This is an optimization exercise on Yosys and OpenROAD, whose aim is small area, not a production implementation. Where RTL was checked, it was by simulation tests only, not by an equivalence proof against the original. Power and IR drop assume default switching activity.

==> flow/design.v <==
`timescale 1ns/1ps
module ibuf_rdreq_mgmt #(
  parameter int unsigned BW       = 9,
  parameter int unsigned TAG_W    = 5,
  parameter int unsigned MX_OS_RQ = 4
) (
  input  logic             clk,
  input  logic             rst,
  input  logic [2:0]       cfg_max_rd_req_size,
  input  logic [63:0]      lbuf_addr,
  input  logic [31:0]      lbuf_len,
  input  logic             lbuf_en,
  output logic             lbuf_dn,
  input  logic [BW:0]      cons,
  output logic [BW:0]      committed_prod,
  output logic             rd,
  output logic [63:0]      hst_addr,
  output logic [9:0]       rd_qw,
  input  logic             rd_ack,
  input  logic [TAG_W-1:0] rd_tag,
  input  logic [TAG_W-1:0] cpl_tag,
  output logic [BW-1:0]    cpl_base,
  input  logic             cpl_vld,
  input  logic             cpl_last,
  output logic             err
);
  localparam int unsigned NSlot = 4;
  typedef logic [BW:0] ptr_t;
  typedef enum logic [2:0] {
    StIdle,
    StWaitOs,
    StCalc,
    StWaitSpace,
    StReq,
    StUpd,
    StDrain,
    StDone
  } state_e;
  state_e           state_q, state_d;
  logic [63:3]      addr_q;
  logic [31:0]      nleft_q;     
  logic [31:0]      left_q;
  ptr_t             iprod_q;
  logic             err_q;
  logic             last_q;      
  logic             ca_q;        
  logic             cb_q;        
  logic             cl_q;        
  logic [TAG_W-1:0] tag_q   [NSlot];
  ptr_t             start_q [NSlot];
  logic [NSlot-1:0] vld_q;
  logic [NSlot-1:0] done_q;
  logic [1:0]       wr_ptr_q, rd_ptr_q;
  logic             idle, upd, fire, commit;
  logic [8:0]       a, hmask, bsel, bnd_qw, a_nxt;
  logic [9:0]       mx_qw, chunk, lsum;
  logic             hi_ones, blt, last, space_ok;
  logic [8:0]       anz;         
  logic [8:0]       at;          
  logic [63:3]      addr_nxt, addr_d;
  logic [31:0]      nleft_nxt, nleft_d;
  ptr_t             ipc, free_qw;
  logic [9:0]       chunk_le;
  logic             ct, lt;      
  logic [NSlot-1:0] match, pend;
  assign a      = addr_q[11:3];
  assign left_q = ~nleft_q;
  always_comb begin
    unique case (cfg_max_rd_req_size)
      3'd0:    begin mx_qw = 10'd16;  hmask = 9'b111110000; end
      3'd1:    begin mx_qw = 10'd32;  hmask = 9'b111100000; end
      3'd2:    begin mx_qw = 10'd64;  hmask = 9'b111000000; end
      3'd3:    begin mx_qw = 10'd128; hmask = 9'b110000000; end
      3'd4:    begin mx_qw = 10'd256; hmask = 9'b100000000; end
      default: begin mx_qw = 10'd512; hmask = 9'b000000000; end
    endcase
  end
  assign hi_ones = &(a | ~hmask);
  assign blt     = hi_ones && ((a & ~hmask) != '0);
  assign bsel = blt ? a : hmask;
  assign lsum = {1'b0, left_q[8:0]} + {1'b0, bsel};
  assign last = ((left_q[31:9] == 23'd0) && (!lsum[9] || (lsum[8:0] == '0))) ||
                ((left_q[31:9] == 23'd1) && !lsum[9] && (lsum[8:0] == '0));
  always_comb begin
    for (int i = 0; i < 9; i++) begin
      anz[i]    = (i == 0) ? 1'b0 : (anz[i-1] || a[i-1]);
      bnd_qw[i] = a[i] ^ anz[i];
    end
  end
  assign chunk = last_q ? left_q[9:0] : (blt ? {1'b0, bnd_qw} : mx_qw);
  assign idle   = (state_q == StIdle);
  assign upd    = (state_q == StUpd);
  assign fire   = (state_q == StReq) && rd_ack;
  assign commit = vld_q[rd_ptr_q] && done_q[rd_ptr_q];
  always_comb begin
    for (int i = 0; i < 9; i++) begin
      at[i]    = (i == 0) ? 1'b1 : (at[i-1] && (a[i-1] || !hmask[i-1]));
      a_nxt[i] = hmask[i] ? (a[i] ^ (upd && at[i])) : (a[i] && !(upd && blt));
    end
    ct = ca_q;
    for (int j = 12; j < 38; j++) begin
      addr_nxt[j] = addr_q[j] ^ ct;
      ct          = ct && addr_q[j];
    end
    ct = cb_q;
    for (int j = 38; j < 64; j++) begin
      addr_nxt[j] = addr_q[j] ^ ct;
      ct          = ct && addr_q[j];
    end
    addr_nxt[11:3] = a_nxt;
  end
  always_comb begin
    lt = cl_q;
    for (int j = 9; j < 32; j++) begin
      nleft_nxt[j] = nleft_q[j] ^ lt;
      lt           = lt && nleft_q[j];
    end
  end
  assign nleft_nxt[8:0]  = upd ? ~lsum[8:0] : nleft_q[8:0];
  assign addr_d = idle ? lbuf_addr[63:3] : addr_nxt;
  assign nleft_d = idle ? ~lbuf_len : nleft_nxt;
  assign ipc      = iprod_q + ptr_t'(chunk);
  assign free_qw  = ipc - cons;
  assign space_ok = (free_qw != '0) && (!free_qw[9] || (free_qw[8:0] == '0));
  always_comb begin
    state_d = state_q;
    unique case (state_q)
      StIdle:      if (lbuf_en) state_d = (lbuf_len == '0) ? StDone : StWaitOs;
      StWaitOs:    if (!vld_q[wr_ptr_q]) state_d = StCalc;
      StCalc:      state_d = StWaitSpace;
      StWaitSpace: if (space_ok) state_d = StReq;
      StReq:       if (rd_ack) state_d = StUpd;
      StUpd:       state_d = last_q ? StDrain : StWaitOs;
      StDrain:     if (vld_q == '0) state_d = StDone;
      default:     state_d = StIdle;
    endcase
  end
  always_ff @(posedge clk or negedge rst) begin
    if (!rst) begin
      state_q <= StIdle;
      iprod_q <= '0;
    end else begin
      state_q <= state_d;
      if (upd) begin
        iprod_q <= ipc;
      end
    end
  end
  always_ff @(posedge clk) begin
    addr_q <= addr_d;
    nleft_q <= nleft_d;
    last_q  <= last;
    ca_q    <= upd && hi_ones;
    cb_q    <= ca_q && (&addr_q[37:12]);
    cl_q    <= upd && !lsum[9];
  end
  for (genvar i = 0; i < NSlot; i++) begin : g_slot
    assign match[i] = vld_q[i] && (tag_q[i] == cpl_tag);
    assign pend[i]  = match[i] && !done_q[i];
    always_ff @(posedge clk) begin
      if (fire && wr_ptr_q == 2'(i)) begin
        tag_q[i]   <= rd_tag;
        start_q[i] <= iprod_q;
        done_q[i]  <= 1'b0;
      end else if (cpl_vld && cpl_last && pend[i]) begin
        done_q[i]  <= 1'b1;
      end
    end
    always_ff @(posedge clk or negedge rst) begin
      if (!rst) begin
        vld_q[i] <= 1'b0;
      end else if (fire && wr_ptr_q == 2'(i)) begin
        vld_q[i] <= 1'b1;
      end else if (commit && rd_ptr_q == 2'(i)) begin
        vld_q[i] <= 1'b0;
      end
    end
  end
  always_ff @(posedge clk or negedge rst) begin
    if (!rst) begin
      wr_ptr_q <= '0;
      rd_ptr_q <= '0;
      err_q    <= 1'b0;
    end else begin
      if (fire) begin
        wr_ptr_q <= wr_ptr_q + 2'd1;
      end
      if (commit) begin
        rd_ptr_q <= rd_ptr_q + 2'd1;
      end
      if (cpl_vld && pend == '0) begin
        err_q <= 1'b1;
      end
    end
  end
  always_comb begin
    cpl_base = '0;
    for (int i = 0; i < NSlot; i++) begin
      if (match[i]) cpl_base = cpl_base | start_q[i][BW-1:0];
    end
  end
  assign lbuf_dn        = (state_q == StDone);
  assign committed_prod = vld_q[rd_ptr_q] ? start_q[rd_ptr_q] : iprod_q;
  assign rd             = (state_q == StReq);
  assign hst_addr       = {addr_q, 3'b000};
  assign rd_qw          = chunk;
  assign err            = err_q;
endmodule
export LEC_CHECK = 0
export CAP_MARGIN = 0
export CORE_MARGIN = 2
export CORE_UTILIZATION = 50
export SLEW_MARGIN = 0
create_clock -name core_clock -period 8.0 [get_ports {clk}]
standard.sh (not shown) runs the stock make flow with config.mk's settings and CLKGATE_MAP_FILE= SYNTH_SCRIPT=/design/flow/synth_recipe.tcl, a recipe that flattens the netlist after the stock synthesis.
==> flow/flow/run.sh <==
#!/bin/bash
# Layout: the standard flow with these changes.
# - Synthesis is the standard flow's own script (synth_recipe.tcl) with ORFS's synthesis, except that ABC
#   maps the logic for area with flow/area.abc (AIG node-count reduction with &deepsyn, then area-only mapping), and adders are left to ABC instead of being
#   mapped onto half/full-adder cells first (ADDER_MAP_FILE empty). Registers are mapped
#   before ABC runs, so they are the standard synthesis's.
# - Ports are buffered with buf_1 cells.
# - The clock tree uses clkbuf_8 cells and no dummy loads.
# Each tool's log is in orfs/logs/; make's output is in make_finish.log.
set -euo pipefail
work=$PWD
{
  head -n 1 synth_recipe.tcl
  cat <<EOT
proc abc {args} {
  set i [lsearch -exact \$args -script]
  if { \$i >= 0 } { set args [lreplace \$args [expr {\$i + 1}] [expr {\$i + 1}] $work/flow/area.abc] }
  yosys abc {*}\$args
}
EOT
  tail -n +2 synth_recipe.tcl
} > area_synth.tcl
bash standard.sh "SYNTH_SCRIPT=$work/area_synth.tcl" "ADDER_MAP_FILE=" \
  "BUFFER_PORTS_ARGS=-buffer_cell sky130_fd_sc_hd__buf_1" \
  "CTS_ARGS=-sink_clustering_enable -repair_clock_nets -dont_use_dummy_load -buf_list sky130_fd_sc_hd__clkbuf_8" \
  finish > make_finish.log 2>&1
==> flow/flow/area.abc <==
strash
&get -n
&deepsyn -T 30
&put
dc2
dch -f
amap -m
Next try:
--- a/flow/design.v
+++ b/flow/design.v
@@ -43,12 +43,13 @@
   ptr_t             iprod_q;
   logic             err_q;
   logic             last_q;      
   logic             ca_q;        
   logic             cb_q;        
   logic             cl_q;        
+  logic             blt_q;       
   logic [TAG_W-1:0] tag_q   [NSlot];
   ptr_t             start_q [NSlot];
   logic [NSlot-1:0] vld_q;
   logic [NSlot-1:0] done_q;
   logic [1:0]       wr_ptr_q, rd_ptr_q;
   logic             idle, upd, fire, commit;
@@ -84,21 +85,21 @@
   always_comb begin
     for (int i = 0; i < 9; i++) begin
       anz[i]    = (i == 0) ? 1'b0 : (anz[i-1] || a[i-1]);
       bnd_qw[i] = a[i] ^ anz[i];
     end
   end
-  assign chunk = last_q ? left_q[9:0] : (blt ? {1'b0, bnd_qw} : mx_qw);
+  assign chunk = last_q ? left_q[9:0] : (blt_q ? {1'b0, bnd_qw} : mx_qw);
   assign idle   = (state_q == StIdle);
   assign upd    = (state_q == StUpd);
   assign fire   = (state_q == StReq) && rd_ack;
   assign commit = vld_q[rd_ptr_q] && done_q[rd_ptr_q];
   always_comb begin
     for (int i = 0; i < 9; i++) begin
       at[i]    = (i == 0) ? 1'b1 : (at[i-1] && (a[i-1] || !hmask[i-1]));
-      a_nxt[i] = hmask[i] ? (a[i] ^ (upd && at[i])) : (a[i] && !(upd && blt));
+      a_nxt[i] = hmask[i] ? (a[i] ^ (upd && at[i])) : (a[i] && !(upd && blt_q));
     end
     ct = ca_q;
     for (int j = 12; j < 38; j++) begin
       addr_nxt[j] = addr_q[j] ^ ct;
       ct          = ct && addr_q[j];
     end
@@ -147,12 +148,13 @@
     end
   end
   always_ff @(posedge clk) begin
     addr_q <= addr_d;
     nleft_q <= nleft_d;
     last_q  <= last;
+    blt_q   <= blt;
     ca_q    <= upd && hi_ones;
     cb_q    <= ca_q && (&addr_q[37:12]);
     cl_q    <= upd && !lsum[9];
   end
   for (genvar i = 0; i < NSlot; i++) begin : g_slot
     assign match[i] = vld_q[i] && (tag_q[i] == cpl_tag);
What happened: The new run completed with no timing, DRC or antenna violations; first-iteration DRC count drops by 8.5%; fmax is higher by 17%; combinational power rose to 13 times its value; die area came out higher by 1.9%; sequential share of layout area came out lower by 0.66 points; global-route usage drops by 0.49 points.
No functional check of the RTL was part of the first run of this note.

what the ideal ports hide:
The results above use ideal ports. As a check the final layouts listed here were re-extracted and re-timed, cells and wires unchanged.
Step 1 sets driving cells, clkbuf_16 on the clock port and buf_2 on the other inputs (assumed; they add their load-dependent delay and slew).
Step 2 times the ports against the registers' clock, not the clock port: input delays grow and output delays shrink by t, the midpoint of the rising clock arrivals with the driver on.
Slacks: ideal / step 1 / step 2; pairs: ideal / step 1.
run | t (ns) | setup slack, ns | worst setup path after step 2 | worst slew at a driven data input, ns | pins driven straight from the clock port
the first run | 0.484 | 1.582 / 1.566 / 1.083 | input to register | 0.08 | 1
the second run | 0.479 | 2.522 / 2.522 / 2.281 | input to register | 0.06 | 1
After both steps every run listed still meets setup and hold. The setup slack of the first run, which loses most, moves by -0.016 ns with the drivers and by -0.499 ns with both steps.
